This is an optimization exercise on Yosys and OpenROAD, whose aim is small area and a short achievable clock period, not a production implementation.
No functional check of the RTL was part of any run shown here.
No activity file was given, so power comes from the tool's default toggle rates.

$ cat design.v
`default_nettype none
package tla_pkg;
    localparam int LINE_CAPACITY_DEF = 256;
    localparam int APB_ADDR_W = 3;
    localparam int APB_DATA_W = 32;
    localparam logic REG_ECHO_ENABLE = 1'b0;
    localparam logic REG_ECHO_HIDDEN = 1'b1;
    localparam logic CMD_RECEIVE = 1'b0;
    localparam logic CMD_READ    = 1'b1;
    localparam logic [1:0] KIND_ECHO = 2'd0;
    localparam logic [1:0] KIND_LINE = 2'd1;
    localparam logic [1:0] KIND_READ = 2'd2;
    localparam logic [7:0] BS_CODE    = 8'd8;
    localparam logic [7:0] DEL_CODE   = 8'd127;
    localparam logic [7:0] SPACE_CODE = 8'd32;
    localparam logic [7:0] NL_CODE    = 8'd10;
    typedef struct packed {
        logic       cmd;
        logic [7:0] data_byte;
        logic [7:0] read_index;
    } req_item_t;
    typedef struct packed {
        logic [1:0] kind;
        logic [7:0] value;
        logic [7:0] line_length;
        logic       last;
    } rsp_item_t;
    typedef struct packed {
        logic echo_enable;
        logic echo_hidden;
    } cfg_t;
endpackage
`default_nettype wire
`default_nettype none
module tla_store #(
    parameter int INC = 1
) (
    input  wire logic        clk,
    input  wire logic        rst_n,
    output      logic [7:0]  head,
    input  wire logic        we,
    input  wire logic [7:0]  wdata,
    output      logic [7:0]  rdata
);
    logic [255:0][7:0] ring;
    logic [7:0]        head_reg;
    always_ff @(posedge clk or negedge rst_n)
    begin
        if (!rst_n)
            head_reg <= 8'd0;
        else
            head_reg <= head_reg + 8'(INC);
    end
    always_ff @(posedge clk)
    begin
        ring[254:0] <= ring[255:1];
        ring[255]   <= we ? wdata : ring[0];
    end
    assign head  = head_reg;
    assign rdata = ring[0];
endmodule
`default_nettype wire
`default_nettype none
module tla_regs (
    input  wire logic                                clk,
    input  wire logic                                rst_n,
    input  wire logic                                psel,
    input  wire logic                                penable,
    input  wire logic                                pwrite,
    input  wire logic [tla_pkg::APB_ADDR_W-1:0]      paddr,
    input  wire logic [tla_pkg::APB_DATA_W-1:0]      pwdata,
    output      logic [tla_pkg::APB_DATA_W-1:0]      prdata,
    output      logic                                pready,
    output      tla_pkg::cfg_t                       cfg
);
    logic echo_enable_reg;
    logic echo_hidden_reg;
    logic rd_bit_reg;
    logic wr_en;
    assign wr_en  = psel && penable && pwrite;
    assign pready = 1'b1;
    always_ff @(posedge clk or negedge rst_n)
    begin
        if (!rst_n)
        begin
            echo_enable_reg <= 1'b1;
            echo_hidden_reg <= 1'b0;
        end
        else if (wr_en)
        begin
            if (paddr[2])
                echo_hidden_reg <= pwdata[0];
            else
                echo_enable_reg <= pwdata[0];
        end
    end
    always_ff @(posedge clk)
    begin
        rd_bit_reg <= paddr[2] ? echo_hidden_reg : echo_enable_reg;
    end
    assign prdata = {31'd0, rd_bit_reg};
    assign cfg.echo_enable = echo_enable_reg;
    assign cfg.echo_hidden = echo_hidden_reg;
endmodule
`default_nettype wire
`default_nettype none
module tla_ctrl #(
    parameter int UNUSED = 0
) (
    input  wire logic                 clk,
    input  wire logic                 rst_n,
    input  wire tla_pkg::cfg_t        cfg,
    input  wire logic                 req_valid,
    output      logic                 req_ready,
    input  wire tla_pkg::req_item_t   req,
    output      logic                 rsp_valid,
    input  wire logic                 rsp_ready,
    output      tla_pkg::rsp_item_t   rsp,
    input  wire logic [7:0]           head,
    output      logic                 mem_we,
    output      logic [7:0]           mem_wdata,
    input  wire logic [7:0]           mem_rdata
);
    logic               idle_reg, mem_reg, out_reg;
    logic [1:0]         step_reg;
    tla_pkg::req_item_t b_reg;
    logic [7:0]         pos_reg;
    logic               rsp_valid_reg;
    tla_pkg::rsp_item_t rsp_reg;
    logic accept;
    logic is_del, is_ctl, is_full, pos_zero;
    logic need_mem, read_top;
    logic [7:0] addr;
    logic hit;
    logic mem_done;
    logic none;
    logic load_out, load_read;
    logic beat_done;
    tla_pkg::rsp_item_t cur_item;
    logic [7:0] pos_next;
    assign accept = idle_reg && req_valid;
    assign is_del   = (b_reg.data_byte == tla_pkg::BS_CODE) || (b_reg.data_byte == tla_pkg::DEL_CODE);
    assign is_ctl   = (b_reg.data_byte < tla_pkg::SPACE_CODE) && !is_del;
    assign is_full  = (pos_reg == 8'd254);
    assign pos_zero = (pos_reg == 8'd0);
    assign read_top = (b_reg.read_index == 8'd255);
    assign need_mem = b_reg.cmd ? !read_top : !is_del;
    assign addr      = b_reg.cmd ? b_reg.read_index : pos_reg;
    assign hit       = (addr == head);
    assign mem_wdata = is_ctl ? 8'd0 : b_reg.data_byte;
    assign mem_we    = mem_reg && need_mem && !b_reg.cmd && hit;
    assign load_read = mem_reg && b_reg.cmd && !rsp_valid_reg && (read_top || hit);
    assign mem_done  = mem_reg && !b_reg.cmd && (!need_mem || hit);
    always_comb
    begin
        cur_item = '0;
        none     = 1'b0;
        if (is_del)
        begin
            none             = pos_zero || !cfg.echo_enable;
            cur_item.kind    = tla_pkg::KIND_ECHO;
            cur_item.value   = (step_reg == 2'd1) ? tla_pkg::SPACE_CODE : tla_pkg::BS_CODE;
            cur_item.last    = (step_reg == 2'd2);
        end
        else if (is_ctl || is_full)
        begin
            if (cfg.echo_enable && (step_reg == 2'd0))
            begin
                cur_item.kind  = tla_pkg::KIND_ECHO;
                cur_item.value = tla_pkg::NL_CODE;
            end
            else
            begin
                cur_item.kind        = tla_pkg::KIND_LINE;
                cur_item.value       = is_ctl ? b_reg.data_byte : 8'd0;
                cur_item.line_length = is_ctl ? pos_reg : 8'd255;
                cur_item.last        = 1'b1;
            end
        end
        else
        begin
            none           = !cfg.echo_enable || cfg.echo_hidden;
            cur_item.kind  = tla_pkg::KIND_ECHO;
            cur_item.value = b_reg.data_byte;
            cur_item.last  = 1'b1;
        end
    end
    assign load_out  = out_reg && !none && !rsp_valid_reg;
    assign beat_done = load_read || (out_reg && (none || (load_out && cur_item.last)));
    always_comb
    begin
        if (is_del)
            pos_next = pos_zero ? pos_reg : pos_reg - 8'd1;
        else if (is_ctl || is_full)
            pos_next = 8'd0;
        else
            pos_next = pos_reg + 8'd1;
    end
    always_ff @(posedge clk or negedge rst_n)
    begin
        if (!rst_n)
        begin
            idle_reg      <= 1'b1;
            mem_reg       <= 1'b0;
            out_reg       <= 1'b0;
            pos_reg       <= 8'd0;
            rsp_valid_reg <= 1'b0;
        end
        else
        begin
            idle_reg <= (idle_reg && !req_valid) || beat_done;
            mem_reg  <= accept || (mem_reg && !mem_done && !load_read);
            out_reg  <= mem_done || (out_reg && !beat_done);
            if (out_reg && beat_done)
                pos_reg <= pos_next;
            rsp_valid_reg <= load_read || load_out || (rsp_valid_reg && !rsp_ready);
        end
    end
    always_ff @(posedge clk)
    begin
        if (idle_reg)
            b_reg <= req;
        if (accept)
            step_reg <= 2'd0;
        else if (load_out)
            step_reg <= step_reg + 2'd1;
        if (load_read)
        begin
            rsp_reg       <= '0;
            rsp_reg.kind  <= tla_pkg::KIND_READ;
            rsp_reg.value <= read_top ? 8'd0 : mem_rdata;
            rsp_reg.last  <= 1'b1;
        end
        else if (load_out)
            rsp_reg <= cur_item;
    end
    assign req_ready = idle_reg;
    assign rsp_valid = rsp_valid_reg;
    assign rsp       = rsp_reg;
endmodule
`default_nettype wire
`default_nettype none
module terminal_line_assembler #(
    parameter int LINE_CAPACITY = tla_pkg::LINE_CAPACITY_DEF
) (
    input  wire logic                            clk,
    input  wire logic                            rst_n,
    input  wire logic                            req_valid,
    output      logic                            req_ready,
    input  wire logic [16:0]                     req,
    output      logic                            rsp_valid,
    input  wire logic                            rsp_ready,
    output      logic [18:0]                     rsp,
    input  wire logic                            psel,
    input  wire logic                            penable,
    input  wire logic                            pwrite,
    input  wire logic [tla_pkg::APB_ADDR_W-1:0]  paddr,
    input  wire logic [tla_pkg::APB_DATA_W-1:0]  pwdata,
    output      logic [tla_pkg::APB_DATA_W-1:0]  prdata,
    output      logic                            pready
);
    localparam int INC = 171;
    tla_pkg::cfg_t cfg;
    logic [7:0]    head;
    logic          mem_we;
    logic [7:0]    mem_wdata;
    logic [7:0]    mem_rdata;
    tla_regs u_regs (
        .clk     (clk),
        .rst_n   (rst_n),
        .psel    (psel),
        .penable (penable),
        .pwrite  (pwrite),
        .paddr   (paddr),
        .pwdata  (pwdata),
        .prdata  (prdata),
        .pready  (pready),
        .cfg     (cfg)
    );
    tla_ctrl u_ctrl (
        .clk       (clk),
        .rst_n     (rst_n),
        .cfg       (cfg),
        .req_valid (req_valid),
        .req_ready (req_ready),
        .req       (req),
        .rsp_valid (rsp_valid),
        .rsp_ready (rsp_ready),
        .rsp       (rsp),
        .head      (head),
        .mem_we    (mem_we),
        .mem_wdata (mem_wdata),
        .mem_rdata (mem_rdata)
    );
    tla_store #(
        .INC (INC)
    ) u_store (
        .clk   (clk),
        .rst_n (rst_n),
        .head  (head),
        .we    (mem_we),
        .wdata (mem_wdata),
        .rdata (mem_rdata)
    );
endmodule
`default_nettype wire
$ cat config.mk
export PLATFORM = sky130hd
export DESIGN_NAME = terminal_line_assembler
export DESIGN_NICKNAME = terminal_line_assembler
export VERILOG_FILES = /design/flow/design.v
export SDC_FILE = /design/flow/constraint.sdc
export NUM_CORES = 4
export LEC_CHECK = 0
export CAP_MARGIN = 20
export CORE_MARGIN = 2
export CORE_UTILIZATION = 45
export PLACE_DENSITY = 0.6
export SLEW_MARGIN = 20
$ cat constraint.sdc
create_clock -name core_clock -period 5.0 [get_ports {clk}]
set_input_delay 1.0000 -clock core_clock [delete_from_list [all_inputs] [get_ports {clk}]]
set_output_delay 1.0000 -clock core_clock [all_outputs]
set_load 0.01 [all_outputs]
$ cat run.sh
#!/bin/bash
# synth_recipe.tcl (not shown) runs the flow's synth.tcl, then flattens the netlist and writes it again
# the make line also repeats each setting of config.mk as NAME=value (left out here)
make -C /OpenROAD-flow-scripts/flow DESIGN_CONFIG=/design/flow/config.mk WORK_HOME=/design/flow/orfs CLKGATE_MAP_FILE= SYNTH_SCRIPT=/design/flow/synth_recipe.tcl finish
==> results of run 1 <==
## logic make-up (layout without fill, tap and decap cells)
family                   count (synthesis)  in the layout
adder cells (fa/ha/maj)                  8              8
flip-flops                            2109           2109
XOR/XNOR                                15             15
AND/OR/NAND/NOR                        106            106
buffers and inverters                   68            398
AO/OA/AOI/OAI                           83             83
other                                    2             32
multiplexers                            17             17
## placed cells by master, fill, tap and decap left out, types with 4 or more instances in the layout
cell type / synthesis / routed
ha_1: 8 / 8
inv_1: 18 / 18
clkbuf_1: 9 / 47
edfxtp_1: 25 / 25
conb_1: 2 / 32
xnor2_1: 14 / 14
clkdlybuf4s50_1: 0 / 47
clkinv_16: 0 / 6
o21ai_0: 19 / 19
bufinv_16: 0 / 12
clkbuf_16: 0 / 182
dfxtp_1: 2062 / 2062
nand2_1: 35 / 35
mux2i_1: 11 / 11
nand3_1: 14 / 14
clkbuf_8: 0 / 39
nor3_1: 5 / 5
o21a_1: 5 / 5
clkinv_2: 0 / 32
nor2_1: 23 / 23
nor2b_1: 4 / 4
a21o_1: 5 / 5
a21oi_1: 12 / 12
dfrtp_1: 20 / 20
o2bb2ai_1: 8 / 8
o21ai_2: 5 / 5
## power by group
part           switching (mW)  internal [mW]  total, mW
Sequential            0.00442           16.8       16.8
Combinational          0.0327         0.0268     0.0595
Clock                    5.79           7.98       13.8
## layer usage
layer / vias up / track usage [%] / part of all wire [%]
met5: - / 0 / 0
met4: 0 / 5.87 / 3.6
met3: 152 / 3.01 / 4.3
met2: 248 / 14.3 / 40
met1: 7405 / 15.2 / 52
li1: 7966 / - / -
## metrics by stage
step	worst slack (ns)	total power, mW	instance area [um^2]	hold slack [ns]
final	1.69	30.7	52500	0.291
after floorplan	2.67	17.3	44700	0.310
after global placement	1.82	17.3	46400	0.312
after CTS	1.65	31.1	52500	0.289
after global routing	1.41	31.8	52500	0.295
after detailed placement	1.76	17.3	46400	0.312
## worst paths after layout
kind | endpoint | slack [ns] | start
max | u_ctrl.rsp_reg[16] | 1.69 | u_ctrl.pos_reg[2]
min | u_store.ring[85] | 0.29 | u_store.ring[93]
max reg2reg | u_ctrl.rsp_reg[16] | 1.69 | u_ctrl.pos_reg[2]
min reg2reg | u_store.ring[85] | 0.29 | u_store.ring[93]
max in group asynchronous | u_regs.echo_enable_reg | 4.04 | rst_n
min in group asynchronous | u_ctrl.pos_reg[7] | 0.63 | rst_n
## final cells by class
type	count	area [um^2]
Clock buffer	268	5270
Clock inverter	62	850
Fill cell	7625	45700
Inverter	18	67.6
Multi-Input combinational cell	261	1660
Sequential cell	2109	42600
Tap cell	1287	1610
Timing Repair Buffer	50	493
==> flow_summary.yaml, run 1 <==
cts:
  clock-root-buffer: "clkbuf_16"
  clockBufferDepth: 3
  tritoncts: "yes"
  clock_sinks: 2109
  cts_buffers: 179
  clk_pin_slew_worst_paths_ns: 0.06
  cts_max_level: 4
  cts_resized: 0
  cts_setup_buffers: 0
  postCtsHoldBufs: 0
  clk_latency_ns: 0.75
timing:
  tns_ns: 0
  tightest_slew_ns: 0.935
  setup_viol: 0
  hold_violations: 0
  clock_skew_ns: 0.0429
  max_freq_mhz: 302
  fin_crit_sh_pct: 66.2
  period_minus_slack_ns: 3.31
  relSlewSlack_pct: 37.7
  grt_setup_unrepaired: "no"
  drv_slew: 0
routing:
  via_per_inst: 3.89
  drt_pre_antenna_iters: 4
  num_vias: 15771
  antenna_left: 0
  wl_per_cell_um: 12.7
  drc: 0
  drt_iter0_drc: 631
  finalWirelength_mm: 51.3
layout:
  largest_register_ffs: 2048
  num-nets-final: 2686
  final_layout_size_suffix_gt1_share_pct: 11.2
  stdcell_count: 4055
  diodes: 0
  syn_to_final_growth_pct: 17.9
  post-route-util_pct: 53.5
setup_path:
  rr_worst_depth: 6
  path_cells: "or4_1, nor3_1, o211a_1, o21ai_1, a21oi_1, inv_1"
  critPathSlowestCell: "a21oi_1"
  critPathRequiredTime_ns: 5.37
  worst-path-stages: 6
  path_max_fanout: 14
  cp.arrival_ns: 3.68
  max_stage_delay_ns: 0.77
  critPathKind: "flop to flop"
  critPathLaunchType: "flop"
  crit_buf_inv: 1
  cp-end-kind: "flop"
  cpLargestDelayFamily: "compound AO/OA/AOI/OAI gates"
placed_design:
  gp_congestion: 0.730
  dp_hpwl_mm: 25.6
  dpl.cell_count: 3725
  port-buffer-count: 47
power_and_ir_drop:
  p_leak_nw: 21.2
  vdd_drop_max_v: 0.000316
  power_density_mw_per_mm2: 584
synth:
  synth-simple-area-share_pct: 1.21
  async_reset_ff_share_pct: 1.04
  synth_seq_cells: 2109
  synth-adder-area-share_pct: 0.225
  yosysMostFrequentCell: "dfxtp_1"
  synth_top_area_share_pct: 92.7
  syn_area_per_cell_um2: 18.5
  synth_area_leaders: "dfxtp_1 93%, edfxtp_1 1.7%, dfrtp_1 1.1%, buf_4 0.56%, nand2_1 0.29%"
  ys_seq_area_share_pct: 95.6
  yosysUniqueCellTypes: 64
  synth_ff_type: "dfxtp_1"
  ys_warn_count: 3
  synthCells: 2408
  synth_compound_area_share_pct: 1.31
  synth-edff-count: 25
  synth_mux_area_share_pct: 0.424
  synth_xor_xnor_area_share_pct: 0.295
  yosys.area.top_type: "dfxtp_1"
  synth_top_family_by_area: "compound AO/OA/AOI/OAI gates"
  syn_area_mm2: 0.0445
  synth_commonest_cells: "2,062 x dfxtp_1, 35 x nand2_1, 33 x buf_4"
floorplanning:
  initial_core_util_pct: 45.3
  die_w_um: 319
  io_pins: 113
  num_rows: 115
  coreArea_mm2: 0.0983
  die_h_um: 319
  fp.dieArea_mm2: 0.102
global_route:
  grt_max_degree: 23
  first_global_vias: 16716
  grt_pass1_wl_mm: 87.1
  grt_usage_pct: 10.6
  grt_antenna_before_repair: 0
  grt.overflow.total: 0
hold_path:
  hold_path.class: "flop to flop"
  hold_depth: 0
job:
  maxCapViolCount: 0
status:
  outcome: "finished clean"
==> run 2: changes to the inputs <==
--- a/config.mk
+++ b/config.mk
@@ -8,5 +8,8 @@
 export CAP_MARGIN = 20
 export CORE_MARGIN = 2
 export CORE_UTILIZATION = 45
+export CTS_BUF_LIST = sky130_fd_sc_hd__clkbuf_8
+export CTS_CLUSTER_DIAMETER = 60
+export CTS_CLUSTER_SIZE = 20
 export PLACE_DENSITY = 0.6
 export SLEW_MARGIN = 20
==> run 2 against run 1 <==
  * Die area stayed put
  * Highest routed layer unchanged
  * Cell count is 4.6% lower
  * Largest cell class unchanged
  * Still clean
  * Count of clock-buffer cells in the layout is 145 lower
==> flow_summary.yaml, run 2 <==
cts:
  cts_resized: 0
  clock-root-buffer: "clkbuf_8"
  clk_latency_ns: 0.78
  cts_max_level: 3
  cts_setup_buffers: 0
  postCtsHoldBufs: 0
  clockBufferDepth: 3
  clk_pin_slew_worst_paths_ns: 0.11
  clock_sinks: 2109
  cts_buffers: 121
  tritoncts: "yes"
layout:
  final_cell_mix: "2,062 x dfxtp_1, 123 x clkbuf_8, 47 x clkdlybuf4s50_1, 35 x nand2_1, 32 x conb_1"
  post-route-util_pct: 49.2
  stdcell_count: 3869
  syn_to_final_growth_pct: 8.56
  num-nets-final: 2628
  fillerInstances: 8056
  largest_register_ffs: 2048
  final_layout_size_suffix_gt1_share_pct: 6.39
  mostFrequentLayoutCell: "dfxtp_1"
timing:
  relSlewSlack_pct: 37.7
  max_freq_mhz: 302
  setup_viol: 0
  period_minus_slack_ns: 3.32
  tightest_slew_ns: 0.935
  hold_violations: 0
  tns_ns: 0
  grt_setup_unrepaired: "no"
  fin_crit_sh_pct: 66.3
  clock_skew_ns: 0.0461
  drv_slew: 0
synth:
  synth-edff-count: 25
  ys_warn_count: 3
  ys_seq_area_share_pct: 95.6
  syn_area_per_cell_um2: 18.5
  synthCells: 2408
  synth_commonest_cells: "2,062 x dfxtp_1, 35 x nand2_1, 33 x buf_4"
  synth_area_leaders: "dfxtp_1 93%, edfxtp_1 1.7%, dfrtp_1 1.1%, buf_4 0.56%, nand2_1 0.29%"
  yosysUniqueCellTypes: 64
  yosysMostFrequentCell: "dfxtp_1"
  syn_area_mm2: 0.0445
  synth_ff_type: "dfxtp_1"
  synth_top_area_share_pct: 92.7
  synth_seq_cells: 2109
  async_reset_ff_share_pct: 1.04
  yosys.area.top_type: "dfxtp_1"
setup_path:
  critPathSlowestCell: "dfstp_2"
  cpLargestDelayFamily: "flip-flops"
  r2r_slack_ns: 1.69
  crit_buf_inv: 1
  max_stage_delay_ns: 0.91
  path_max_fanout: 22
  cp-end-kind: "primary output"
  cp.arrival_ns: 2.32
  critPathRequiredTime_ns: 4.00
  critPathLaunchType: "flop"
  path_cells: "clkdlybuf4s50_1"
  critPathKind: "flop to primary output"
routing:
  drt_pre_antenna_iters: 4
  drc: 0
  drt_iter0_drc: 565
  antenna_left: 0
  finalWirelength_mm: 48.7
  via_per_inst: 3.91
  wl_per_cell_um: 12.6
  num_vias: 15115
global_route:
  grt.overflow.total: 0
  grt_usage_pct: 9.91
  grt_pass1_wl_mm: 82.6
  grt_antenna_before_repair: 1
  first_global_vias: 15794
  grt_max_degree: 23
hold_path:
  hold_path.class: "flop to flop"
placed_design:
  port-buffer-count: 47
  dpl.cell_count: 3725
  gp_congestion: 0.730
  dp_hpwl_mm: 25.6
floorplanning:
  die_h_um: 319
  coreArea_mm2: 0.0983
  initial_core_util_pct: 45.3
  die_w_um: 319
  fp.dieArea_mm2: 0.102
  io_pins: 113
  num_rows: 115
power_and_ir_drop:
  power_density_mw_per_mm2: 493
  vdd_drop_max_v: 0.000227
  p_leak_nw: 19.2
status:
  outcome: "finished clean"
job:
  maxCapViolCount: 0
==> run 2: cells by family (layout without fill, tap and decap cells) <==
logic type	Yosys count	count (layout)	share of synthesized area (%)
AO/OA/AOI/OAI	83	83	1.31
flip-flops	2109	2109	95.6
XOR/XNOR	15	15	0.295
multiplexers	17	17	0.424
buffers and inverters	68	211	0.913
other	2	33	0.0169
AND/OR/NAND/NOR	106	106	1.21
adder cells (fa/ha/maj)	8	8	0.225
==> run 2: path summary, 6_finish.rpt <==
| path | startpoint | end | depth (start not counted) |
|---|---|---|---|
| max in group asynchronous | rst_n | u_regs.echo_enable_reg | 2 |
| worst min-delay path | u_store.ring[1876] | u_store.ring[1868] | 0 |
| min in group asynchronous | rst_n | u_ctrl.pos_reg[7] | 2 |
| worst min register to register | u_store.ring[1876] | u_store.ring[1868] | 0 |
| worst max-delay path | u_ctrl.idle_reg | req_ready | 1 |
| worst max register to register | u_ctrl.pos_reg[2] | u_ctrl.rsp_reg[16] | 6 |
==> run 2: routing by layer <==
| layer | wire (um) | global-route usage, % |
|---|---|---|
| met5 | 0 | 0 |
| met1 | 26300 | 14.9 |
| met3 | 1870 | 2.57 |
| met4 | 1540 | 4.05 |
| met2 | 19000 | 13.5 |
==> run 2: power by group <==
group	total (mW)	internal [mW]	switching, mW	leakage [nW]
registers	16.8	16.8	0.00446	17.1
clock network	6.96	2.32	4.63	1.01
logic	0.0595	0.0268	0.0327	1.08
==> run 2: final cells by class <==
type,instances,area [um^2],share of cell area [%]
Antenna cell,1,2.50,0.00518
Tap cell,1287,1610,3.33
Clock inverter,20,241,0.499
Timing Repair Buffer,50,493,1.02
Multi-Input combinational cell,261,1660,3.44
Sequential cell,2109,42600,88.1
Clock buffer,123,1690,3.50
Inverter,18,67.6,0.140
==> run 2: metrics by stage <==
step           hold WS (ns)  cell area, um^2  worst slack [ns]  total power [mW]
2_1_floorplan         0.310            44700              2.67              17.3
3_3_place_gp          0.312            46400              1.82              17.3
3_5_place_dp          0.312            46400              1.76              17.3
4_1_cts               0.284            48400              1.55              24.2
5_1_grt               0.294            48400              1.41              24.8
6_report              0.302            48400              1.68              23.8
==> run 3: changes to the inputs <==
--- a/config.mk
+++ b/config.mk
@@ -12,4 +12,5 @@
 export CTS_CLUSTER_DIAMETER = 60
 export CTS_CLUSTER_SIZE = 20
 export PLACE_DENSITY = 0.6
+export SETUP_SLACK_MARGIN = 2.8
 export SLEW_MARGIN = 20
==> run 3 against run 2 <==
  * Final area increased by 1.9%
  * Die area unchanged
  * Flip-flop and latch count unchanged
  * Critical path type is now flop to flop
  * Clock power about the same
  * Worst setup slack improved by 0.79 ns
  * Still clean on timing, DRC and antenna
  * Count of clock-buffer cells in the layout increased by 1
  * Non-clock buffer count increased by 44
  * Highest routed layer unchanged
==> flow_summary.yaml, run 3 <==
routing:
  wl_met1_mm: 26.6
  drt_pre_antenna_iters: 4
  drc: 0
  drt_iter0_drc: 719
  antenna_left: 0
  finalWirelength_mm: 49.6
  highest_layer: "met4"
  wl_per_cell_um: 12.7
  num_vias: 15442
  dr_wl_met3_mm: 1.92
  dr_wl_met2_mm: 19.2
  via_per_inst: 3.94
setup_path:
  cpLargestDelayFamily: "simple AND/OR/NAND/NOR gates"
  path_max_fanout: 8
  critPathSlowestCell: "or4b_4"
  critPathRequiredTime_ns: 5.67
  startpoint: "u_ctrl.b_reg[16]"
  cp-end-kind: "flop"
  crit_end: "u_store.ring[2046]"
  worst-path-stages: 7
  r2r_slack_ns: 2.48
  r2r-end: "u_store.ring[2046]"
  reg2reg_from: "u_ctrl.b_reg[16]"
  critPathKind: "flop to flop"
  rr_worst_depth: 7
  crit_buf_inv: 1
  path_cells: "buf_12, mux2i_4, xnor2_2, nor4_2, nand2_2, or4b_4, mux2_4"
  cp.arrival_ns: 3.19
  max_stage_delay_ns: 0.59
  critPathLaunchType: "flop"
cts:
  clock_sinks: 2109
  tritoncts: "yes"
  cts_buffers: 120
  clk_pin_slew_worst_paths_ns: 0.11
  postCtsHoldBufs: 0
  clk_latency_ns: 0.77
  clockBufferDepth: 3
  cts_max_level: 3
  clock-root-buffer: "clkbuf_8"
timing:
  tightest_slew_ns: 0.541
  period_minus_slack_ns: 2.52
  fin_crit_sh_pct: 50.4
  grt_setup_unrepaired: "yes"
  max_freq_mhz: 397
  clock_skew_ns: 0.0381
  hold_violations: 0
  setup_viol: 0
  relSlewSlack_pct: 63.9
  tns_ns: 0
  drv_slew: 0
global_route:
  grt_usage_pct: 10.1
  grt.overflow.total: 0
  first_global_vias: 16060
  grt_max_degree: 23
  grt_pass1_wl_mm: 83.6
  grt_antenna_before_repair: 2
placed_design:
  dp_hpwl_mm: 25.0
  port-buffer-count: 47
  gp_congestion: 0.753
layout:
  final_layout_size_suffix_gt1_share_pct: 12.0
  syn_to_final_growth_pct: 10.6
  final_cell_mix: "2,050 x dfxtp_1, 124 x clkbuf_8, 32 x conb_1, 31 x buf_6, 27 x nand2_1"
  num-nets-final: 2673
  mostFrequentLayoutCell: "dfxtp_1"
  largest_register_ffs: 2048
synth:
  yosysUniqueCellTypes: 64
  synthCells: 2408
  syn_area_per_cell_um2: 18.5
  async_reset_ff_share_pct: 1.04
  yosysMostFrequentCell: "dfxtp_1"
  synth_top_area_share_pct: 92.7
  syn_area_mm2: 0.0445
  synth_ff_type: "dfxtp_1"
  synth_top_family_by_area: "compound AO/OA/AOI/OAI gates"
  synth_mux_area_share_pct: 0.424
  synth-simple-area-share_pct: 1.21
  synth_xor_xnor_area_share_pct: 0.295
  synth-edff-count: 25
  yosys.area.top_type: "dfxtp_1"
  synth_compound_area_share_pct: 1.31
  synth_commonest_cells: "2,062 x dfxtp_1, 35 x nand2_1, 33 x buf_4"
  synth_seq_cells: 2109
  synth-adder-area-share_pct: 0.225
  ys_seq_area_share_pct: 95.6
  ys_warn_count: 3
  synth_area_leaders: "dfxtp_1 93%, edfxtp_1 1.7%, dfrtp_1 1.1%, buf_4 0.56%, nand2_1 0.29%"
floorplanning:
  coreArea_mm2: 0.0983
  fp.dieArea_mm2: 0.102
  die_w_um: 319
  num_rows: 115
  io_pins: 113
  initial_core_util_pct: 45.3
  die_h_um: 319
power_and_ir_drop:
  power_density_mw_per_mm2: 485
  power_mw: 23.9
  vdd_drop_max_v: 0.000255
  p_leak_nw: 19.5
hold_path:
  hold_path.class: "flop to flop"
job:
  maxCapViolCount: 0
status:
  outcome: "finished clean"
==> run 3: changes by cell type in the layout (fill, tap and decap cells not counted), sizes merged <==
cell and delta:
clkbuf +1, a21boi +1, buf +66, inv -6, clkinv +3, diode +2, bufinv +1, clkdlybuf4s50 -22
clkinvlp +1, or4b +1
==> run 3: report_power, final <==
part,leakage (nW),total [mW],internal (mW),switching (mW)
clock,1.01,6.97,2.37,4.60
combinational,1.45,0.0777,0.0339,0.0437
sequential,17.1,16.8,16.8,0.00570
total,19.5,23.9,19.2,4.65
==> run 3: worst min path at each step <==
stage | end | cells past startpoint | from
after detailed placement | u_store.ring[1159] | 0 | u_store.ring[1167]
after CTS | u_store.ring[1779] | 0 | u_store.ring[1787]
after global placement | u_store.ring[1538] | 0 | u_store.ring[1546]
final | u_store.ring[1779] | 0 | u_store.ring[1787]
after global routing | u_store.ring[1856] | 0 | u_store.ring[1864]
after floorplan | u_store.ring[0] | 0 | u_store.ring[8]
==> run 3: cell families after synthesis <==
logic type               count (synthesis)
other                                    2
AND/OR/NAND/NOR                        106
XOR/XNOR                                15
adder cells (fa/ha/maj)                  8
AO/OA/AOI/OAI                           83
multiplexers                            17
buffers and inverters                   68
flip-flops                            2109
==> run 3: layout make-up <==
type	instances	area [um^2]
Antenna cell	3	7.51
Timing Repair Buffer	94	942
Inverter	18	71.3
Fill cell	7947	49000
Clock buffer	124	1710
Tap cell	1287	1610
Sequential cell	2109	42600
Clock inverter	19	235
Multi-Input combinational cell	263	2090
==> run 3: worst reg2reg max path: cells and delay by family, from the launching register on <==
| kind | cells | cell delay, ns |
|---|---|---|
| buf+inv | 1 | 0.18 |
| simple gates | 3 | 1.11 |
| flops | 1 | 0.45 |
| mux | 2 | 0.52 |
| xor+xnor | 1 | 0.15 |
==> run 3: through the flow <==
| stage | hold WS, ns | instances | setup slack [ns] | utilization, % | cell area [um^2] |
|---|---|---|---|---|---|
| 2_1_floorplan | 0.310 | 2438 | 2.75 | - | 44700 |
| 3_3_place_gp | 0.311 | 3724 | 1.82 | 47.3 | 46500 |
| 3_5_place_dp | 0.312 | 3724 | 1.77 | 47.3 | 46500 |
| 4_1_cts | 0.293 | 3907 | 2.37 | 49.9 | 49100 |
| 5_1_grt | 0.318 | 3916 | 2.36 | 50.1 | 49300 |
| 6_report | 0.300 | 3917 | 2.48 | 50.1 | 49300 |
==> run 3: what timing repair did <==
item | in CTS | in global routing
endpoints found under the setup margin | 71 | 71
gates resized for setup | 194 | 32
pin swaps | 20 | 29
buffers inserted | 36 | 7
gates cloned | 4 | 0
==> run 3: metal layers <==
metal	vias up	global-route usage, %
met5	-	0
met4	0	4.29
met3	128	2.59
met2	179	13.6
met1	7333	15.1
li1	7802	-
==> run 4: changes to the inputs <==
--- a/config.mk
+++ b/config.mk
@@ -5,6 +5,7 @@
 export SDC_FILE = /design/flow/constraint.sdc
 export NUM_CORES = 4
 export LEC_CHECK = 0
+export ABC_CLOCK_PERIOD_IN_PS = 2000
 export CAP_MARGIN = 20
 export CORE_MARGIN = 2
 export CORE_UTILIZATION = 45
==> run 4 against run 3 <==
  * Cell count stayed put
  * Routed wire length stayed put
  * Maximum frequency stayed put
  * Core utilization stayed put
  * Die area stayed put
  * Count of clock-buffer cells in the layout stayed put
  * Flip-flop and latch count stayed put
  * Clock power hardly changed
  * Hold slack stayed put
  * Sequential power hardly changed
  * Via count stayed put
  * Critical endpoint unchanged
==> flow_summary.yaml, run 4 <==
status:
  outcome: "finished clean"
power_and_ir_drop:
  swShare_pct: 19.5
  seqPwrFrac_pct: 70.5
  intPower_mw: 19.2
  vdd_drop_max_v: 0.000255
  switchingPower_mw: 4.65
  p_leak_nw: 19.5
  clockPowerShare_pct: 29.2
  power_mw: 23.9
  pwr-share-comb_pct: 0.3
  power_density_mw_per_mm2: 485
synth:
  synth_commonest_cells: "2,062 x dfxtp_1, 35 x nand2_1, 33 x buf_4"
  synth_top_area_share_pct: 92.7
  syn_area_per_cell_um2: 18.5
  synthCells: 2408
  synth-edff-count: 25
  synth_area_leaders: "dfxtp_1 93%, edfxtp_1 1.7%, dfrtp_1 1.1%, buf_4 0.56%, nand2_1 0.29%"
  yosysMostFrequentCell: "dfxtp_1"
  yosysUniqueCellTypes: 64
  yosys.area.top_type: "dfxtp_1"
  synth_seq_cells: 2109
  ys_warn_count: 3
  async_reset_ff_share_pct: 1.04
  syn_area_mm2: 0.0445
  synth_ff_type: "dfxtp_1"
  ys_seq_area_share_pct: 95.6
global_route:
  grt_max_degree: 23
  grt_pass1_wl_mm: 83.6
  first_global_vias: 16060
  grt.overflow.total: 0
  grt_usage_pct: 10.1
  grt_antenna_before_repair: 2
layout:
  post-route-util_pct: 50.1
  largest_register_ffs: 2048
  syn_to_final_growth_pct: 10.6
  multi_input_area_mm2: 0.00209
  final_cell_mix: "2,050 x dfxtp_1, 124 x clkbuf_8, 32 x conb_1, 31 x buf_6, 27 x nand2_1"
  fillerInstances: 7947
  seq_area_mm2: 0.0426
  mostFrequentLayoutCell: "dfxtp_1"
  num-nets-final: 2673
  final_layout_size_suffix_gt1_share_pct: 12.0
floorplanning:
  initial_core_util_pct: 45.3
  fp.dieArea_mm2: 0.102
  coreArea_mm2: 0.0983
  die_w_um: 319
  io_pins: 113
  die_h_um: 319
  num_rows: 115
timing:
  period_minus_slack_ns: 2.52
  drv_slew: 0
  hold_violations: 0
  setup_ws_ns: 2.48
  clock_skew_ns: 0.0381
  hold_slack_ns: 0.300
  fin_crit_sh_pct: 50.4
  max_freq_mhz: 397
  grt_setup_unrepaired: "yes"
  tns_ns: 0
  relSlewSlack_pct: 63.9
  setup_viol: 0
  tightest_slew_ns: 0.541
placed_design:
  dp_hpwl_mm: 25.0
  port-buffer-count: 47
  pre_cts_ws_ns: 1.77
  gp_congestion: 0.753
setup_path:
  cp.arrival_ns: 3.19
  cp-end-kind: "flop"
  critPathKind: "flop to flop"
  critPathLaunchType: "flop"
  path_max_fanout: 8
  critPathRequiredTime_ns: 5.67
routing:
  drt_iter0_drc: 719
  antenna_left: 0
  drc: 0
  via_per_inst: 3.94
  finalWirelength_mm: 49.6
  wl_per_cell_um: 12.7
  drt_pre_antenna_iters: 4
  num_vias: 15442
cts:
  clockBufferDepth: 3
  cts_buffers: 120
  tritoncts: "yes"
  clock_sinks: 2109
  postCtsHoldBufs: 0
  clock-root-buffer: "clkbuf_8"
  clk_latency_ns: 0.77
  clk_pin_slew_worst_paths_ns: 0.11
  cts_max_level: 3
job:
  maxCapViolCount: 0
hold_path:
  hold_path.class: "flop to flop"
run 4: cell counts in the layout (fill, tap and decap cells not counted):
Identical to the previous run, type by type.
run 4: path summary, 6_finish.rpt:
kind                            slack, ns          startpoint  cells after the start                  to
max in group asynchronous            4.11               rst_n                      2     u_ctrl.idle_reg
worst min register to register       0.30  u_store.ring[1787]                      0  u_store.ring[1779]
min in group asynchronous            0.59               rst_n                      2      u_ctrl.out_reg
worst max-delay path                 2.48    u_ctrl.b_reg[16]                      7  u_store.ring[2046]
worst min-delay path                 0.30  u_store.ring[1787]                      0  u_store.ring[1779]
worst max register to register       2.48    u_ctrl.b_reg[16]                      7  u_store.ring[2046]
run 4: metal layers:
metal	share of wire, %	wire length, um	up-vias	global-route usage [%]
met2	39	19200	179	13.6
met5	0	0	-	0
met4	3.7	1840	0	4.29
met1	54	26600	7333	15.1
met3	3.9	1920	128	2.59
li1	-	-	7802	-
run 4: cell type report:
type                    count  share of cell area [%]
diodes                      3                  0.0152
repair buffers             94                    1.91
well taps                1287                    3.27
multi-input cells         263                    4.24
flip-flops and latches   2109                    86.5
inverters                  18                   0.145
clock buffers             124                    3.46
clock inverters            19                   0.477
run 4: kinds of logic (layout without fill, tap and decap cells):
logic type | count (synthesis) | after routing | synth area share (%)
muxes | 17 | 17 | 0.424
xor gates and xnor gates | 15 | 15 | 0.295
AOI/OAI and AO/OA | 83 | 84 | 1.31
DFF | 2109 | 2109 | 95.6
and+or+nand+nor | 106 | 107 | 1.21
adders and majority gates | 8 | 8 | 0.225
other | 2 | 35 | 0.0169
buffers and inverters | 68 | 255 | 0.913
run 4: per-stage QoR:
stage          area [um^2]  cells
2_1_floorplan        44700   2438
3_3_place_gp         46500   3724
3_5_place_dp         46500   3724
4_1_cts              49100   3907
5_1_grt              49300   3916
6_report             49300   3917
run 4: worst max-delay path, cell delays in order (launching register included):
cell and delay, ns:
edfxtp_1 0.45, buf_12 0.18, mux2i_4 0.18, xnor2_2 0.15
nor4_2 0.36, nand2_2 0.16, or4b_4 0.59, mux2_4 0.33
run 4: what timing repair did:
action                                  CTS  global route
pin swaps                                20            29
resized for setup                       194            32
endpoints found under the setup margin   71            71
cloned                                    4             0
hold endpoints to repair                  0             0
setup buffers                            36             7
run 4: power groups by stage:
stage / clock network (mW) / registers, mW / logic, mW
after floorplan: 0 / 17.2 / 0.0452
after global placement: 0 / 17.2 / 0.0621
after detailed placement: 0 / 17.2 / 0.0627
after CTS: 7.29 / 16.8 / 0.0741
after global routing: 7.90 / 16.8 / 0.0826
final: 6.97 / 16.8 / 0.0777
==> run 5: changes to the inputs <==
==> config.mk (replaced) <==
export PLATFORM = sky130hd
export DESIGN_NAME = terminal_line_assembler
export DESIGN_NICKNAME = terminal_line_assembler
export VERILOG_FILES = /design/flow/design.v
export SDC_FILE = /design/flow/constraint.sdc
export NUM_CORES = 4
export LEC_CHECK = 0
export CAP_MARGIN = 20
export CORE_MARGIN = 2
export CORE_UTILIZATION = 45
export CTS_BUF_LIST = sky130_fd_sc_hd__clkbuf_4 sky130_fd_sc_hd__clkbuf_8 sky130_fd_sc_hd__clkbuf_16
export CTS_CLUSTER_DIAMETER = 50
export CTS_CLUSTER_SIZE = 16
export PLACE_DENSITY = 0.6
export SLEW_MARGIN = 20
==> run 5 against run 4 <==
  * Core utilization is 1.7 points higher
  * Non-clock buffer count shrank 44
  * Routed wire length up 0.50%
  * Die area did not move
  * Sequential share of layout area is 2.9 points lower
  * Hold slack got worse by 0.0036 ns
  * Cell count up 0.10%
  * Sequential power hardly changed
  * Synthesized cell count did not move
  * Via count rose by 0.69%
  * Critical path depth is 1 lower
  * Clock power up 62%
  * Largest cell class unchanged
==> flow_summary.yaml, run 5 <==
timing:
  grt_setup_unrepaired: "no"
  tns_ns: 0
  tightest_slew_ns: 0.935
  setup_viol: 0
  fin_crit_sh_pct: 66.0
  hold_violations: 0
  drv_slew: 0
  hold_slack_ns: 0.296
  period_minus_slack_ns: 3.30
  relSlewSlack_pct: 37.7
  max_freq_mhz: 303
  clock_skew_ns: 0.0360
global_route:
  grt_pass1_wl_mm: 84.9
  grtUsageMet3_pct: 2.97
  grt_max_degree: 23
  grt_usage_pct: 10.3
  grt-busiest-layer: "met1"
  grt_antenna_before_repair: 0
  grt.overflow.total: 0
  use_met2_pct: 13.8
  met1_usage_pct: 15.0
  first_global_vias: 16363
synth:
  ys_warn_count: 3
  yosysMostFrequentCell: "dfxtp_1"
  synth_top_area_share_pct: 92.7
  async_reset_ff_share_pct: 1.04
  synthCells: 2408
  synth_area_leaders: "dfxtp_1 93%, edfxtp_1 1.7%, dfrtp_1 1.1%, buf_4 0.56%, nand2_1 0.29%"
  synth_seq_cells: 2109
  syn_area_mm2: 0.0445
  synth_commonest_cells: "2,062 x dfxtp_1, 35 x nand2_1, 33 x buf_4"
  ys_seq_area_share_pct: 95.6
  syn_area_per_cell_um2: 18.5
  synth_ff_type: "dfxtp_1"
  yosysUniqueCellTypes: 64
  yosys.area.top_type: "dfxtp_1"
  synth-edff-count: 25
layout:
  diodes: 0
  fillerInstances: 7765
  largest_register_ffs: 2048
  syn_to_final_growth_pct: 14.4
  mostFrequentLayoutCell: "dfxtp_1"
  final_layout_size_suffix_gt1_share_pct: 8.43
  num-nets-final: 2666
  final_cell_mix: "2,062 x dfxtp_1, 162 x clkbuf_16, 47 x clkdlybuf4s50_1, 35 x nand2_1, 32 x conb_1"
cts:
  cts_buffers: 159
  cts_setup_buffers: 0
  clock_sinks: 2109
  clk_pin_slew_worst_paths_ns: 0.07
  clk_latency_ns: 0.72
  clock-root-buffer: "clkbuf_16"
  tritoncts: "yes"
  clockBufferDepth: 3
  cts_max_level: 4
  cts_resized: 0
  postCtsHoldBufs: 0
power_and_ir_drop:
  intPower_mw: 22.8
  power_density_mw_per_mm2: 553
  p_leak_nw: 20.4
  pwr-share-comb_pct: 0.2
  switchingPower_mw: 5.36
  clockPowerShare_pct: 40.1
  seqPwrFrac_pct: 59.7
  vdd_drop_max_v: 0.000276
  swShare_pct: 19.0
routing:
  finalWirelength_mm: 49.8
  drt_iter0_drc: 619
  antenna_left: 0
  drt_pre_antenna_iters: 4
  num_vias: 15549
  via_per_inst: 3.97
  drc: 0
  wl_per_cell_um: 12.7
setup_path:
  cp-end-kind: "flop"
  path_cells: "or4_1, nor3_1, o211a_1, o21ai_1, a21oi_1, inv_1"
  cp.arrival_ns: 3.67
  critPathKind: "flop to flop"
  crit_buf_inv: 1
  max_stage_delay_ns: 0.77
  critPathSlowestCell: "a21oi_1"
  critPathLaunchType: "flop"
  critPathRequiredTime_ns: 5.37
  cpLargestDelayFamily: "compound AO/OA/AOI/OAI gates"
  path_max_fanout: 14
floorplanning:
  fp.dieArea_mm2: 0.102
  num_rows: 115
  io_pins: 113
  coreArea_mm2: 0.0983
  initial_core_util_pct: 45.3
  die_h_um: 319
  die_w_um: 319
placed_design:
  dp_hpwl_mm: 25.6
  gp_congestion: 0.730
  port-buffer-count: 47
status:
  outcome: "finished clean"
hold_path:
  hold_path.class: "flop to flop"
job:
  maxCapViolCount: 0
-- run 5: cell counts after synthesis --
No cell type changed its count.
-- run 5: cells by family after synthesis --
group                      share of synthesized area (%)
xor gates and xnor gates                           0.295
buffers and inverters                              0.913
AOI/OAI and AO/OA                                   1.31
and+or+nand+nor                                     1.21
other                                             0.0169
DFF                                                 95.6
muxes                                              0.424
adders and majority gates                          0.225
-- run 5: final timing paths --
path,startpoint,end,slack [ns],depth (start not counted)
max,u_ctrl.pos_reg[2],u_ctrl.rsp_reg[12],1.70,6
min,u_store.ring[45],u_store.ring[37],0.30,0
max reg2reg,u_ctrl.pos_reg[2],u_ctrl.rsp_reg[12],1.70,6
min reg2reg,u_store.ring[45],u_store.ring[37],0.30,0
max in group asynchronous,rst_n,u_regs.echo_enable_reg,4.05,2
min in group asynchronous,rst_n,u_ctrl.pos_reg[2],0.66,2
-- run 5: power by group through the flow --
stage	sequential (mW)	combinational (mW)	clock [mW]
2_1_floorplan	17.2	0.0436	0
3_3_place_gp	17.2	0.0598	0
3_5_place_dp	17.2	0.0598	0
4_1_cts	16.8	0.0604	11.7
5_1_grt	16.8	0.0642	12.4
6_report	16.8	0.0597	11.3
-- run 5: cell type report --
class | count | area [um^2] | area share [%]
sequential | 2109 | 42600 | 83.6
clock inverter | 28 | 410 | 0.806
tap | 1287 | 1610 | 3.16
multi-input combinational | 261 | 1660 | 3.27
clock buffer | 168 | 4120 | 8.08
inverter | 18 | 67.6 | 0.133
timing repair buffer | 50 | 493 | 0.968
-- run 5: layer usage --
metal | vias up | share of wire [%]
met2 | 214 | 40
met4 | 0 | 3.6
li1 | 7826 | -
met1 | 7361 | 53
met3 | 148 | 4.2
met5 | - | 0
-- run 5: per-stage QoR --
step                      cell area, um^2  util [%]  setup WS, ns  power [mW]  instances
after floorplan                     44700         -          2.67        17.3       2438
after global routing                50900      51.8          1.44        29.3       3921
after CTS                           50900      51.8          1.64        28.6       3921
after global placement              46400      47.2          1.82        17.3       3725
final                               50900      51.8          1.70        28.2       3921
after detailed placement            46400      47.2          1.76        17.3       3725
-- run 5: worst reg2reg max path, stage by stage (launching register included) --
cell and delay (ns):
dfrtp_1 0.56, or4_1 0.62, nor3_1 0.20, o211a_1 0.29, o21ai_1 0.12, a21oi_1 0.77
inv_1 0.39
==> run 6: changes to the inputs <==
--- a/design.v
+++ b/design.v
@@ -105,7 +105,7 @@
 `default_nettype wire
 `default_nettype none
 module tla_ctrl #(
-    parameter int UNUSED = 0
+    parameter int INC = 1
 ) (
     input  wire logic                 clk,
     input  wire logic                 rst_n,
@@ -121,46 +121,50 @@
     output      logic [7:0]           mem_wdata,
     input  wire logic [7:0]           mem_rdata
 );
-    logic               idle_reg, mem_reg, out_reg;
+    logic               rdy_reg;         
+    logic               prep_reg, mem_reg, out_reg;
+    logic               wr_hit_reg, rd_hit_reg;
     logic [1:0]         step_reg;
     tla_pkg::req_item_t b_reg;
     logic [7:0]         pos_reg;
-    logic               rsp_valid_reg;
+    logic               rsp_valid_reg;   
+    logic               rsp_busy_reg;    
     tla_pkg::rsp_item_t rsp_reg;
-    logic accept;
+    logic idle, accept;
     logic is_del, is_ctl, is_full, pos_zero;
-    logic need_mem, read_top;
+    logic wr_beat, rd_beat, read_top, need_mem;
     logic [7:0] addr;
-    logic hit;
-    logic mem_done;
-    logic none;
-    logic load_out, load_read;
-    logic beat_done;
+    logic match_next;
+    logic seek;
+    logic emit, done, none;
+    logic rsp_load;
     tla_pkg::rsp_item_t cur_item;
     logic [7:0] pos_next;
-    assign accept = idle_reg && req_valid;
+    assign idle   = !(prep_reg || mem_reg || out_reg);
+    assign accept = idle && req_valid;
     assign is_del   = (b_reg.data_byte == tla_pkg::BS_CODE) || (b_reg.data_byte == tla_pkg::DEL_CODE);
     assign is_ctl   = (b_reg.data_byte < tla_pkg::SPACE_CODE) && !is_del;
     assign is_full  = (pos_reg == 8'd254);
     assign pos_zero = (pos_reg == 8'd0);
     assign read_top = (b_reg.read_index == 8'd255);
-    assign need_mem = b_reg.cmd ? !read_top : !is_del;
-    assign addr      = b_reg.cmd ? b_reg.read_index : pos_reg;
-    assign hit       = (addr == head);
+    assign rd_beat  = b_reg.cmd;
+    assign wr_beat  = !b_reg.cmd && !is_del;
+    assign need_mem = rd_beat || wr_beat;
+    assign addr       = b_reg.cmd ? b_reg.read_index : pos_reg;
+    assign match_next = (addr == (head + 8'(INC)));
+    assign seek       = prep_reg || (mem_reg && !wr_hit_reg && !rd_hit_reg);
+    assign mem_we    = wr_hit_reg;
     assign mem_wdata = is_ctl ? 8'd0 : b_reg.data_byte;
-    assign mem_we    = mem_reg && need_mem && !b_reg.cmd && hit;
-    assign load_read = mem_reg && b_reg.cmd && !rsp_valid_reg && (read_top || hit);
-    assign mem_done  = mem_reg && !b_reg.cmd && (!need_mem || hit);
     always_comb
     begin
         cur_item = '0;
         none     = 1'b0;
         if (is_del)
         begin
-            none             = pos_zero || !cfg.echo_enable;
-            cur_item.kind    = tla_pkg::KIND_ECHO;
-            cur_item.value   = (step_reg == 2'd1) ? tla_pkg::SPACE_CODE : tla_pkg::BS_CODE;
-            cur_item.last    = (step_reg == 2'd2);
+            none           = pos_zero || !cfg.echo_enable;
+            cur_item.kind  = tla_pkg::KIND_ECHO;
+            cur_item.value = (step_reg == 2'd1) ? tla_pkg::SPACE_CODE : tla_pkg::BS_CODE;
+            cur_item.last  = (step_reg == 2'd2);
         end
         else if (is_ctl || is_full)
         begin
@@ -184,12 +188,23 @@
             cur_item.value = b_reg.data_byte;
             cur_item.last  = 1'b1;
         end
+        if (b_reg.cmd)
+        begin
+            cur_item       = '0;
+            cur_item.kind  = tla_pkg::KIND_READ;
+            cur_item.value = read_top ? 8'd0 : mem_rdata;
+            cur_item.last  = 1'b1;
+        end
     end
-    assign load_out  = out_reg && !none && !rsp_valid_reg;
-    assign beat_done = load_read || (out_reg && (none || (load_out && cur_item.last)));
+    assign emit = ((mem_reg && wr_hit_reg) || out_reg) && !none && !rsp_busy_reg;
+    assign done = (mem_reg && rd_hit_reg) ||
+                  (((mem_reg && wr_hit_reg) || out_reg) && (none || (emit && cur_item.last)));
+    assign rsp_load = emit || (mem_reg && rd_hit_reg);
     always_comb
     begin
-        if (is_del)
+        if (b_reg.cmd)
+            pos_next = pos_reg;
+        else if (is_del)
             pos_next = pos_zero ? pos_reg : pos_reg - 8'd1;
         else if (is_ctl || is_full)
             pos_next = 8'd0;
@@ -200,41 +215,42 @@
     begin
         if (!rst_n)
         begin
-            idle_reg      <= 1'b1;
+            rdy_reg       <= 1'b1;
+            prep_reg      <= 1'b0;
             mem_reg       <= 1'b0;
             out_reg       <= 1'b0;
+            wr_hit_reg    <= 1'b0;
+            rd_hit_reg    <= 1'b0;
             pos_reg       <= 8'd0;
             rsp_valid_reg <= 1'b0;
+            rsp_busy_reg  <= 1'b0;
         end
         else
         begin
-            idle_reg <= (idle_reg && !req_valid) || beat_done;
-            mem_reg  <= accept || (mem_reg && !mem_done && !load_read);
-            out_reg  <= mem_done || (out_reg && !beat_done);
-            if (out_reg && beat_done)
+            rdy_reg    <= (idle && !req_valid) || done;
+            prep_reg   <= accept;
+            mem_reg    <= (prep_reg && need_mem) || (mem_reg && !wr_hit_reg && !rd_hit_reg);
+            out_reg    <= (prep_reg && !need_mem) || (mem_reg && wr_hit_reg && !done) || (out_reg && !done);
+            wr_hit_reg <= seek && wr_beat && match_next;
+            rd_hit_reg <= seek && rd_beat && !rsp_busy_reg && (read_top || match_next);
+            if (done)
                 pos_reg <= pos_next;
-            rsp_valid_reg <= load_read || load_out || (rsp_valid_reg && !rsp_ready);
+            rsp_valid_reg <= rsp_load || (rsp_valid_reg && !rsp_ready);
+            rsp_busy_reg  <= rsp_load || (rsp_busy_reg && !rsp_ready);
         end
     end
     always_ff @(posedge clk)
     begin
-        if (idle_reg)
+        if (idle)
             b_reg <= req;
         if (accept)
             step_reg <= 2'd0;
-        else if (load_out)
+        else if (emit)
             step_reg <= step_reg + 2'd1;
-        if (load_read)
-        begin
-            rsp_reg       <= '0;
-            rsp_reg.kind  <= tla_pkg::KIND_READ;
-            rsp_reg.value <= read_top ? 8'd0 : mem_rdata;
-            rsp_reg.last  <= 1'b1;
-        end
-        else if (load_out)
+        if (!rsp_busy_reg)
             rsp_reg <= cur_item;
     end
-    assign req_ready = idle_reg;
+    assign req_ready = rdy_reg;
     assign rsp_valid = rsp_valid_reg;
     assign rsp       = rsp_reg;
 endmodule
@@ -277,7 +293,9 @@
         .pready  (pready),
         .cfg     (cfg)
     );
-    tla_ctrl u_ctrl (
+    tla_ctrl #(
+        .INC (INC)
+    ) u_ctrl (
         .clk       (clk),
         .rst_n     (rst_n),
         .cfg       (cfg),
==> config.mk (replaced) <==
export PLATFORM = sky130hd
export DESIGN_NAME = terminal_line_assembler
export DESIGN_NICKNAME = terminal_line_assembler
export VERILOG_FILES = /design/flow/design.v
export SDC_FILE = /design/flow/constraint.sdc
export NUM_CORES = 4
export LEC_CHECK = 0
export CAP_MARGIN = 20
export CORE_MARGIN = 2
export CORE_UTILIZATION = 65
export CTS_BUF_LIST = sky130_fd_sc_hd__clkbuf_8
export CTS_CLUSTER_DIAMETER = 60
export CTS_CLUSTER_SIZE = 20
export PLACE_DENSITY = 0.75
export SETUP_SLACK_MARGIN = 3.0
export SLEW_MARGIN = 20
==> run 6 against run 5 <==
  * Register-to-register slack better by 0.88 ns
  * Clock skew fell by 0.014 ns
  * Synthesized cell count shrank 1.1%
  * Sequential share of layout area grew 4.7 points
  * Clock power is 41% lower
  * Cell count is 11% lower
  * Routed wire length is 5.5% higher
  * Maximum frequency up 36%
  * Flip-flop and latch count increased by 4
  * Non-clock buffer count up 47
  * Total power is 14% lower
  * Count of clock-buffer cells in the layout down 48
  * Largest cell class unchanged
  * Largest power group unchanged
==> flow_summary.yaml, run 6 <==
layout:
  num-nets-final: 2647
  syn_to_final_growth_pct: 8.52
  final_layout_size_suffix_gt1_share_pct: 10.5
  mostFrequentLayoutCell: "dfxtp_1"
  diodes: 0
  largest_register_ffs: 2048
  final_cell_mix: "2,051 x dfxtp_1, 120 x clkbuf_8, 36 x edfxtp_1, 34 x buf_4, 32 x conb_1"
power_and_ir_drop:
  vdd_drop_max_v: 0.000258
  intPower_mw: 19.4
  pwr-share-comb_pct: 1.9
  swShare_pct: 20.0
  p_leak_nw: 19.3
  switchingPower_mw: 4.85
  seqPwrFrac_pct: 70.4
  power_density_mw_per_mm2: 500
  clockPowerShare_pct: 27.7
cts:
  cts_max_level: 3
  postCtsHoldBufs: 0
  cts_buffers: 117
  clock-root-buffer: "clkbuf_8"
  clockBufferDepth: 3
  clk_latency_ns: 0.73
  clock_sinks: 2113
  tritoncts: "yes"
  clk_pin_slew_worst_paths_ns: 0.12
synth:
  ys_warn_count: 3
  yosys.area.top_type: "dfxtp_1"
  ys_seq_area_share_pct: 95.8
  synthCells: 2382
  synth_commonest_cells: "2,051 x dfxtp_1, 36 x edfxtp_1, 33 x buf_4"
  syn_area_mm2: 0.0447
  synth-edff-count: 36
  syn_area_per_cell_um2: 18.8
  yosysUniqueCellTypes: 61
  synth_ff_type: "dfxtp_1"
  yosysMostFrequentCell: "dfxtp_1"
  synth_top_area_share_pct: 91.9
  async_reset_ff_share_pct: 1.23
  synth_area_leaders: "dfxtp_1 92%, edfxtp_1 2.4%, dfrtp_1 1.3%, buf_4 0.55%, xnor2_1 0.25%"
  synth_seq_cells: 2113
timing:
  relSlewSlack_pct: 48.7
  max_freq_mhz: 413
  setup_viol: 0
  setup_ws_ns: 2.58
  tns_ns: 0
  drv_slew: 0
  tightest_slew_ns: 0.768
  grt_setup_unrepaired: "yes"
  period_minus_slack_ns: 2.42
  clock_skew_ns: 0.0223
  hold_violations: 0
  fin_crit_sh_pct: 48.4
routing:
  antenna_left: 0
  dr_wl_met3_mm: 2.24
  drc: 0
  num_vias: 15234
  finalWirelength_mm: 52.5
  drt_pre_antenna_iters: 4
  wl_met1_mm: 26.7
  wl_per_cell_um: 15.1
  highest_layer: "met4"
  via_per_inst: 4.38
  dr_wl_met2_mm: 22.4
  drt_iter0_drc: 772
floorplanning:
  io_pins: 113
  initial_core_util_pct: 65.4
  die_h_um: 266
  coreArea_mm2: 0.0683
  die_w_um: 266
  fp.dieArea_mm2: 0.0708
  num_rows: 96
global_route:
  grt_max_degree: 27
  grt_pass1_wl_mm: 86.1
  first_global_vias: 16162
  grt_antenna_before_repair: 0
  grt.overflow.total: 0
  grt_usage_pct: 15.2
setup_path:
  crit_buf_inv: 1
  cp-end-kind: "flop"
  max_stage_delay_ns: 0.58
  critPathLaunchType: "flop"
  path_max_fanout: 6
  critPathSlowestCell: "or4b_4"
  critPathRequiredTime_ns: 5.61
  critPathKind: "flop to flop"
  startpoint: "u_ctrl.b_reg[12]"
  cpLargestDelayFamily: "simple AND/OR/NAND/NOR gates"
  cp.arrival_ns: 3.03
  reg2reg_from: "u_ctrl.b_reg[12]"
  path_cells: "or4b_4, nor3_4, buf_12, nor4_4, a221oi_4, o21ai_4, nand2_4, mux2_4"
placed_design:
  port-buffer-count: 47
  dp_hpwl_mm: 26.0
  gp_congestion: 0.746
  pre_cts_ws_ns: 2.18
status:
  outcome: "finished clean"
job:
  maxCapViolCount: 0
hold_path:
  min-delay-start: "u_store.ring[1124]"
  hold_path.class: "flop to flop"
-- run 6: stage by stage --
step | total power, mW | hold WS, ns | utilization, % | cell area [um^2] | cells
after global routing | 25.1 | 0.315 | 70.9 | 48500 | 3476
after CTS | 24.4 | 0.308 | 70.4 | 48100 | 3454
after global placement | 17.8 | 0.311 | 67.4 | 46100 | 3293
after floorplan | 17.7 | 0.310 | - | 44800 | 2412
after detailed placement | 17.8 | 0.312 | 67.4 | 46100 | 3293
final | 24.2 | 0.311 | 70.9 | 48500 | 3476
-- run 6: area by class of cell --
type                            instances  area [um^2]
Clock buffer                          120         1650
Clock inverter                         13          109
Fill cell                            3933        19900
Inverter                               21         81.3
Multi-Input combinational cell        230         1890
Sequential cell                      2113        42800
Tap cell                              882         1100
Timing Repair Buffer                   97          832
-- run 6: worst register-to-register path: stages (launching register included) --
cell      delay, ns
edfxtp_1       0.44
or4b_4         0.58
nor3_4         0.17
buf_12         0.15
nor4_4         0.05
a221oi_4       0.34
o21ai_4        0.12
nand2_4        0.14
mux2_4         0.31
-- run 6: path summary, 6_finish.rpt --
check                                            to  slack [ns]  cells after the start
worst max register to register    u_ctrl.pos_reg[6]        2.58                      8
worst min-delay path             u_store.ring[1116]        0.31                      0
worst min register to register   u_store.ring[1116]        0.31                      0
worst max-delay path              u_ctrl.pos_reg[6]        2.58                      8
min in group asynchronous       u_store.head_reg[2]        0.66                      2
max in group asynchronous         u_ctrl.pos_reg[3]        4.01                      2
-- run 6: cells by family (layout without fill, tap and decap cells) --
family	after synthesis	in the layout	synth area share (%)
xor gates and xnor gates	15	15	0.311
and+or+nand+nor	81	83	1.03
muxes	18	18	0.440
adders and majority gates	8	8	0.224
buffers and inverters	71	251	0.941
DFF	2113	2113	95.8
other	2	32	0.0168
AOI/OAI and AO/OA	74	74	1.23
-- run 6: metal layers --
metal	vias to the layer above	GRT usage, %
li1	7717	-
met2	254	22.4
met4	0	5.65
met3	98	2.97
met5	-	0
met1	7165	22.7
-- run 6: what timing repair did --
| action | in CTS | in global routing |
|---|---|---|
| resized for setup | 132 | 36 |
| buffers inserted | 27 | 21 |
| endpoints found under the setup margin | 56 | 58 |
| pin swaps | 17 | 16 |
| cloned | 1 | 1 |
-- run 6: power by group through the flow --
stage          clock network, mW  logic, mW  registers, mW
3_5_place_dp                   0      0.372           17.5
4_1_cts                     6.95      0.413           17.1
5_1_grt                     7.52      0.505           17.1
3_3_place_gp                   0      0.370           17.5
6_report                    6.71      0.466           17.1
2_1_floorplan                  0      0.246           17.4
==> run 7: changes to the inputs <==
--- a/config.mk
+++ b/config.mk
@@ -7,10 +7,10 @@
 export LEC_CHECK = 0
 export CAP_MARGIN = 20
 export CORE_MARGIN = 2
-export CORE_UTILIZATION = 65
+export CORE_UTILIZATION = 45
 export CTS_BUF_LIST = sky130_fd_sc_hd__clkbuf_8
 export CTS_CLUSTER_DIAMETER = 60
 export CTS_CLUSTER_SIZE = 20
-export PLACE_DENSITY = 0.75
-export SETUP_SLACK_MARGIN = 3.0
+export PLACE_DENSITY = 0.6
+export SETUP_SLACK_MARGIN = 2.8
 export SLEW_MARGIN = 20
==> run 7 against run 6 <==
  * Still clean on timing, DRC and antenna
  * Sequential power barely moved
  * First-iteration DRC count rose by 9.6%
  * Cell count rose by 12%
  * Combinational power rose by 2%
  * Critical path type unchanged
==> flow_summary.yaml, run 7 <==
global_route:
  grt_usage_pct: 9.92
  grt_antenna_before_repair: 4
  first_global_vias: 15843
  grt.overflow.total: 0
  grt_pass1_wl_mm: 83.0
  grt_max_degree: 27
power_and_ir_drop:
  vdd_drop_max_v: 0.000261
  swShare_pct: 20.0
  power_density_mw_per_mm2: 498
  seqPwrFrac_pct: 69.8
  pwr-share-comb_pct: 1.9
  p_leak_nw: 19.4
  switchingPower_mw: 4.89
  intPower_mw: 19.5
  clockPowerShare_pct: 28.2
synth:
  synth_commonest_cells: "2,051 x dfxtp_1, 36 x edfxtp_1, 33 x buf_4"
  synth_top_family_by_area: "compound AO/OA/AOI/OAI gates"
  synth_xor_xnor_area_share_pct: 0.311
  synth_seq_cells: 2113
  synth_top_area_share_pct: 91.9
  async_reset_ff_share_pct: 1.23
  synth_area_leaders: "dfxtp_1 92%, edfxtp_1 2.4%, dfrtp_1 1.3%, buf_4 0.55%, xnor2_1 0.25%"
  yosysUniqueCellTypes: 61
  synth-edff-count: 36
  ys_warn_count: 3
  yosysMostFrequentCell: "dfxtp_1"
  yosys.area.top_type: "dfxtp_1"
  synth_mux_area_share_pct: 0.440
  ys_seq_area_share_pct: 95.8
  synth_ff_type: "dfxtp_1"
  synth-adder-area-share_pct: 0.224
  synth-simple-area-share_pct: 1.03
  syn_area_per_cell_um2: 18.8
  synth_compound_area_share_pct: 1.23
  synthCells: 2382
  syn_area_mm2: 0.0447
routing:
  num_vias: 15225
  antenna_left: 0
  drc: 0
  drt_iter0_drc: 846
  finalWirelength_mm: 49.4
  via_per_inst: 3.91
  wl_per_cell_um: 12.7
  drt_pre_antenna_iters: 4
cts:
  tritoncts: "yes"
  cts_max_level: 3
  clockBufferDepth: 3
  clock-root-buffer: "clkbuf_8"
  postCtsHoldBufs: 0
  clk_latency_ns: 0.77
  clock_sinks: 2113
  clk_pin_slew_worst_paths_ns: 0.12
  cts_buffers: 119
hold_path:
  hold_path.class: "flop to flop"
setup_path:
  critPathRequiredTime_ns: 5.66
  crit_buf_inv: 1
  worst-path-stages: 8
  cp.arrival_ns: 3.11
  critPathKind: "flop to flop"
  path_cells: "or4b_4, nor3_4, buf_6, nor4_4, a221oi_4, o21ai_4, nand2_4, mux2_4"
  rr_worst_depth: 8
  critPathLaunchType: "flop"
  path_max_fanout: 6
  r2r-end: "u_ctrl.pos_reg[6]"
  reg2reg_from: "u_ctrl.b_reg[8]"
  cp-end-kind: "flop"
  r2r_slack_ns: 2.55
  critPathSlowestCell: "or4b_4"
  cpLargestDelayFamily: "simple AND/OR/NAND/NOR gates"
  startpoint: "u_ctrl.b_reg[8]"
  max_stage_delay_ns: 0.60
  crit_end: "u_ctrl.pos_reg[6]"
floorplanning:
  fp.dieArea_mm2: 0.102
  initial_core_util_pct: 45.4
  die_w_um: 319
  io_pins: 113
  coreArea_mm2: 0.0984
  num_rows: 115
  die_h_um: 319
status:
  outcome: "finished clean"
layout:
  largest_register_ffs: 2048
  final_cell_mix: "2,051 x dfxtp_1, 121 x clkbuf_8, 36 x edfxtp_1, 32 x conb_1, 32 x buf_4"
  mostFrequentLayoutCell: "dfxtp_1"
  final_layout_size_suffix_gt1_share_pct: 10.2
  syn_to_final_growth_pct: 9.76
  stdcell_count: 3890
  num-nets-final: 2640
placed_design:
  gp_congestion: 0.760
  pre_cts_ws_ns: 2.12
  dpl.cell_count: 3698
  port-buffer-count: 47
  dp_hpwl_mm: 25.5
timing:
  grt_setup_unrepaired: "yes"
  relSlewSlack_pct: 45.0
  hold_violations: 0
  fin_crit_sh_pct: 49.0
  setup_ws_ns: 2.55
  drv_slew: 0
  setup_viol: 0
  tns_ns: 0
  period_minus_slack_ns: 2.45
  clock_skew_ns: 0.0363
  tightest_slew_ns: 0.820
  max_freq_mhz: 408
job:
  maxCapViolCount: 0
[run 7: cell counts after synthesis]
Identical to the previous run, type by type.
[run 7: final cells by class]
class | count | area, um^2
Sequential cell | 2113 | 42800
Tap cell | 1287 | 1610
Inverter | 21 | 78.8
Multi-Input combinational cell | 228 | 1860
Timing Repair Buffer | 90 | 752
Clock buffer | 121 | 1670
Fill cell | 7970 | 49400
Clock inverter | 27 | 254
Antenna cell | 3 | 7.51
[run 7: stage by stage]
step | hold slack, ns | power, mW | util (%) | instance area [um^2]
2_1_floorplan | 0.310 | 17.7 | - | 44800
3_3_place_gp | 0.310 | 17.8 | 47.3 | 46600
3_5_place_dp | 0.312 | 17.8 | 47.3 | 46600
4_1_cts | 0.318 | 24.8 | 49.6 | 48800
5_1_grt | 0.316 | 25.5 | 49.8 | 49000
6_report | 0.315 | 24.4 | 49.8 | 49000
[run 7: what timing repair did]
| action | in CTS | in global routing |
|---|---|---|
| gates resized for setup | 141 | 19 |
| setup endpoints to repair | 56 | 54 |
| pin swaps | 23 | 27 |
| setup buffers | 26 | 15 |
[run 7: power by group through the flow]
| stage | combinational, mW | sequential, mW | clock [mW] |
|---|---|---|---|
| final | 0.473 | 17.1 | 6.90 |
| after global routing | 0.510 | 17.1 | 7.86 |
| after CTS | 0.440 | 17.1 | 7.24 |
| after detailed placement | 0.383 | 17.5 | 0 |
| after global placement | 0.381 | 17.5 | 0 |
| after floorplan | 0.243 | 17.4 | 0 |
[run 7: routing by layer]
metal / share of wire (%) / global-route usage, %
met3: 4.4 / 2.28
met5: 0 / 0
met1: 55 / 15.2
met4: 2.7 / 4.43
met2: 38 / 13.2
[run 7: cells by family (layout without fill, tap and decap cells)]
group / after synthesis / after routing
AO/OA/AOI/OAI: 74 / 74
buffers and inverters: 71 / 259
flip-flops: 2113 / 2113
AND/OR/NAND/NOR: 81 / 81
adder cells (fa/ha/maj): 8 / 8
other: 2 / 35
multiplexers: 18 / 18
XOR/XNOR: 15 / 15
[run 7: how the worst min path moves through the flow]
stage | slack [ns] | start | end | cells after the start
detailed placement | 0.31 | u_store.ring[1053] | u_store.ring[1045] | 0
global route | 0.32 | u_store.ring[1854] | u_store.ring[1846] | 0
floorplan | 0.31 | u_store.ring[8] | u_store.ring[0] | 0
finish | 0.32 | u_store.ring[1108] | u_store.ring[1100] | 0
CTS | 0.32 | u_store.ring[399] | u_store.ring[391] | 0
global placement | 0.31 | u_store.ring[131] | u_store.ring[123] | 0
[run 7: worst reg2reg max path: cells and delay by family, from the launching register on]
family                 cells  cell delay [ns]
AO/OA/AOI/OAI              2             0.49
flip-flops                 1             0.44
buffers and inverters      1             0.16
AND/OR/NAND/NOR            4             0.95
multiplexers               1             0.32

afterwards: timing with drivers on the ports:
The flow's constraints put no driver on any port. The routed layouts listed below were extracted and timed again, unchanged, in two steps. Step 1, drivers: a clkbuf_16 drives clk and a buf_2 each remaining input, both assumed. Step 2 also shifts input and output timing later by t, the mid clock arrival at the registers, as if the neighbouring blocks saw the same clock. Slacks: no drivers / after step 1 / after step 2; pairs: no drivers / after step 1.
run	shift t [ns]	slack for setup (ns)
run 1	0.790	1.690 / 1.685 / 1.690
run 2	0.820	1.684 / 1.626 / 1.695
run 3	0.812	2.478 / 2.426 / 2.478
run 4	0.812	2.478 / 2.426 / 2.478
run 5	0.772	1.701 / 1.681 / 1.701
run 6	0.780	2.580 / 2.576 / 2.580
run 7	0.807	2.551 / 2.551 / 2.551
After both steps every run listed still meets setup and hold.
